Background: an optimization exercise with open tools, aiming at small area, a short achievable clock period and few clock cycles per item. Do not read the settings as production practice.
The RTL was checked by simulation tests, not by an equivalence proof against the original design.
No activity file was given, so power comes from the tool's default toggle rates.

run 1:
## framed_target_stepper_sequencer
module framed_target_stepper_sequencer #(
    parameter int STEP_WIDTH = 12
) (
    input  logic        aclk,
    input  logic        aresetn,
    input  logic        s_tvalid,
    output logic        s_tready,
    input  logic [7:0]  s_tdata,
    input  logic        s_tuser,
    output logic        m_tvalid,
    input  logic        m_tready,
    output logic [7:0]  m_tdata,
    input  logic        cfg_valid,
    output logic        cfg_ready,
    input  logic [2:0]  cfg_index,
    input  logic [21:0] cfg_wdata
);
export LEC_CHECK = 0
export CAP_MARGIN = 20
export CORE_MARGIN = 2
export CORE_UTILIZATION = 40
export CTS_CLUSTER_DIAMETER = 90
export CTS_CLUSTER_SIZE = 28
export PLACE_DENSITY = 0.72
export SLEW_MARGIN = 20
export BUFFER_PORTS_ARGS = -buffer_cell sky130_fd_sc_hd__buf_2
export SETUP_SLACK_MARGIN = 7.7
create_clock -name core_clock -period 11.0 [get_ports {aclk}]
standard.sh (not shown) runs the stock make flow with config.mk's settings and CLKGATE_MAP_FILE= SYNTH_SCRIPT=/design/flow/synth_recipe.tcl, a recipe that flattens the netlist after the stock synthesis.
==> flow/flow/run.sh <==
#!/bin/bash
# Standard ORFS layout (the standard.sh, standard synthesis), with two changes
# read from flow/extra.mk: plain buf_2 port buffers instead of delay buffers, and a
# larger setup slack margin so that repair_timing works below the 11 ns clock.
# The make output goes to std_flow.log; each ORFS step logs under orfs/logs.
set -euo pipefail
cfg=${FLOW_CONFIG:-config.mk}
cat flow/extra.mk >> "$cfg"
bash standard.sh finish > std_flow.log 2>&1
==> flow/flow/extra.mk <==
export BUFFER_PORTS_ARGS = -buffer_cell sky130_fd_sc_hd__buf_2
export SETUP_SLACK_MARGIN = 7.7
Testbench counts of run 1, summed over its fixed seeds: cycles 160,236, items 160,000.
Relative to run 1, the following input files were edited for run 2:
diff --git a/flow/design.v b/flow/design.v
--- a/flow/design.v
+++ b/flow/design.v
@@ -71,24 +71,53 @@
             end
         end
         for (int d = L - 2; d >= 0; d--) begin
             for (int i = 3 * (1 << d) - 1; i < N; i += (2 << d)) begin
                 g[i] = g[i] | (p[i] & g[i - (1 << d)]);
                 p[i] = p[i] & p[i - (1 << d)];
             end
         end
     end
     assign sum  = hp ^ g[W-1:0];
     assign cout = g[W];
 endmodule
+module ftss_sk_add #(
+    parameter int W = 8
+) (
+    input  logic [W-1:0] a,
+    input  logic [W-1:0] b,
+    input  logic         cin,
+    output logic [W-1:0] sum,
+    output logic         cout
+);
+    localparam int N = W + 1;
+    localparam int L = (N > 16) ? 5 : (N > 8) ? 4 : (N > 4) ? 3 : 2;
+    logic [W-1:0] hp;
+    logic [N-1:0] g, p;
+    assign hp = a ^ b;
+    always_comb begin
+        g = {a & b, cin};
+        p = {hp, 1'b0};
+        for (int k = 0; k < L; k++) begin
+            for (int i = 0; i < N; i++) begin
+                if (((i >> k) & 1) == 1) begin
+                    g[i] = g[i] | (p[i] & g[((i >> k) << k) - 1]);
+                    p[i] = p[i] & p[((i >> k) << k) - 1];
+                end
+            end
+        end
+    end
+    assign sum  = hp ^ g[W-1:0];
+    assign cout = g[W];
+endmodule
 module framed_target_stepper_sequencer #(
     parameter int STEP_WIDTH = 12
 ) (
     input  logic        aclk,
     input  logic        aresetn,
     input  logic        s_tvalid,
     output logic        s_tready,
     input  logic [7:0]  s_tdata,
     input  logic        s_tuser,
     output logic        m_tvalid,
     input  logic        m_tready,
     output logic [7:0]  m_tdata,
@@ -219,26 +248,26 @@
     logic [7:0] dx, dy;
     logic       bx, by;
     ftss_bk_add #(.W(8)) u_dx (.a(tx), .b(~ox), .cin(1'b1), .sum(dx), .cout(bx));
     ftss_bk_add #(.W(8)) u_dy (.a(ty), .b(~oy), .cin(1'b1), .sum(dy), .cout(by));
     logic        bitx, bity;
     logic [21:0] accx, accy, sumx, sumy;
     logic        cox, coy;
     assign accx = {nx, c1[9:0]};
     assign accy = {ny, sl[9:0]};
     logic        bxq, byq, bxq_n, byq_n;
     assign bitx = bxq;
     assign bity = byq;
-    ftss_ks_add #(.W(22)) u_mx (.a(accx), .b({22{bitx}} & sx), .cin(1'b0), .sum(sumx), .cout(cox));
-    ftss_ks_add #(.W(22)) u_my (.a(accy), .b({22{bity}} & sy), .cin(1'b0), .sum(sumy), .cout(coy));
+    ftss_sk_add #(.W(22)) u_mx (.a(accx), .b({22{bitx}} & sx), .cin(1'b0), .sum(sumx), .cout(cox));
+    ftss_sk_add #(.W(22)) u_my (.a(accy), .b({22{bity}} & sy), .cin(1'b0), .sum(sumy), .cout(coy));
     logic [13:0] px, py;
     logic        gx, gy;
     assign px = accx[21:8];
     assign py = accy[21:8];
     ftss_bk_add #(.W(14)) u_lx (.a({2'b00, lim}), .b(~px), .cin(1'b1), .sum(), .cout(gx));
     ftss_bk_add #(.W(14)) u_ly (.a({2'b00, lim}), .b(~py), .cin(1'b1), .sum(), .cout(gy));
     logic       out_v, skid_v;
     logic [5:0] out_r, skid_r;
     logic       out_fire;
     assign out_fire = out_v && m_tready;
     assign m_tvalid = out_v;
     assign m_tdata  = {2'b00, out_r};
Notes after the runs:
Compared with run 1, in run 2 total power up 0.020 mW, clock network power down about 1%, non-filler instance count after layout down 3.3%, well-tap cell count flat, post-layout minimum cycle time up 0.0079 ns. Compared to run 1, run 2 has area share of and/or/nand/nor cells after synthesis 0.32 points higher. The clock latency at the later pin of the worst-skew pair in run 2 was higher than what run 1 gave. Relative to run 1, maximum ir drop on the vdd rail has gone down in run 2. Run 2: part of the Yosys area used for sequential elements 0.60 points above run 1. Compared to run 1, the routing of run 2 uses less wire. [run 2] routed via count divided by cell count fell 0.17 relative to run 1. Going from run 1 to run 2, met2 track demand over resource dropped 0.65 points, die area down about 1.4%, area after synthesis went down by about 1.4%.
Testbench counts of run 2, summed over its fixed seeds: cycles 160,236, items 160,000.

-- afterwards: timing with drivers on the ports --
The flow's constraints put no driver on any port. The routed layouts listed below were extracted and timed again, unchanged, in two steps.
Step 1: set_driving_cell puts a clkbuf_16 on aclk and a buf_2 on each other input, an assumption about the parent block.
Step 2 also shifts input and output timing later by t, the mid clock arrival at the registers, as if the neighbouring blocks saw the same clock.
a / b / c = no drivers / after step 1 / after step 2; a / b = the first two.
| run | t, ns | setup WS [ns] | worst slew at a driven data input, ns | cell pins on the clock port's net |
|---|---|---|---|---|
| run 1 | 0.536 | 7.771 / 7.725 / 7.315 | 0.04 | 1 |
| run 2 | 0.547 | 7.763 / 7.711 / 7.446 | 0.04 | 1 |
After both steps every run listed still meets setup and hold. For run 1, which loses most, drivers alone change the setup slack by -0.046 ns; drivers and shift together by -0.456 ns.
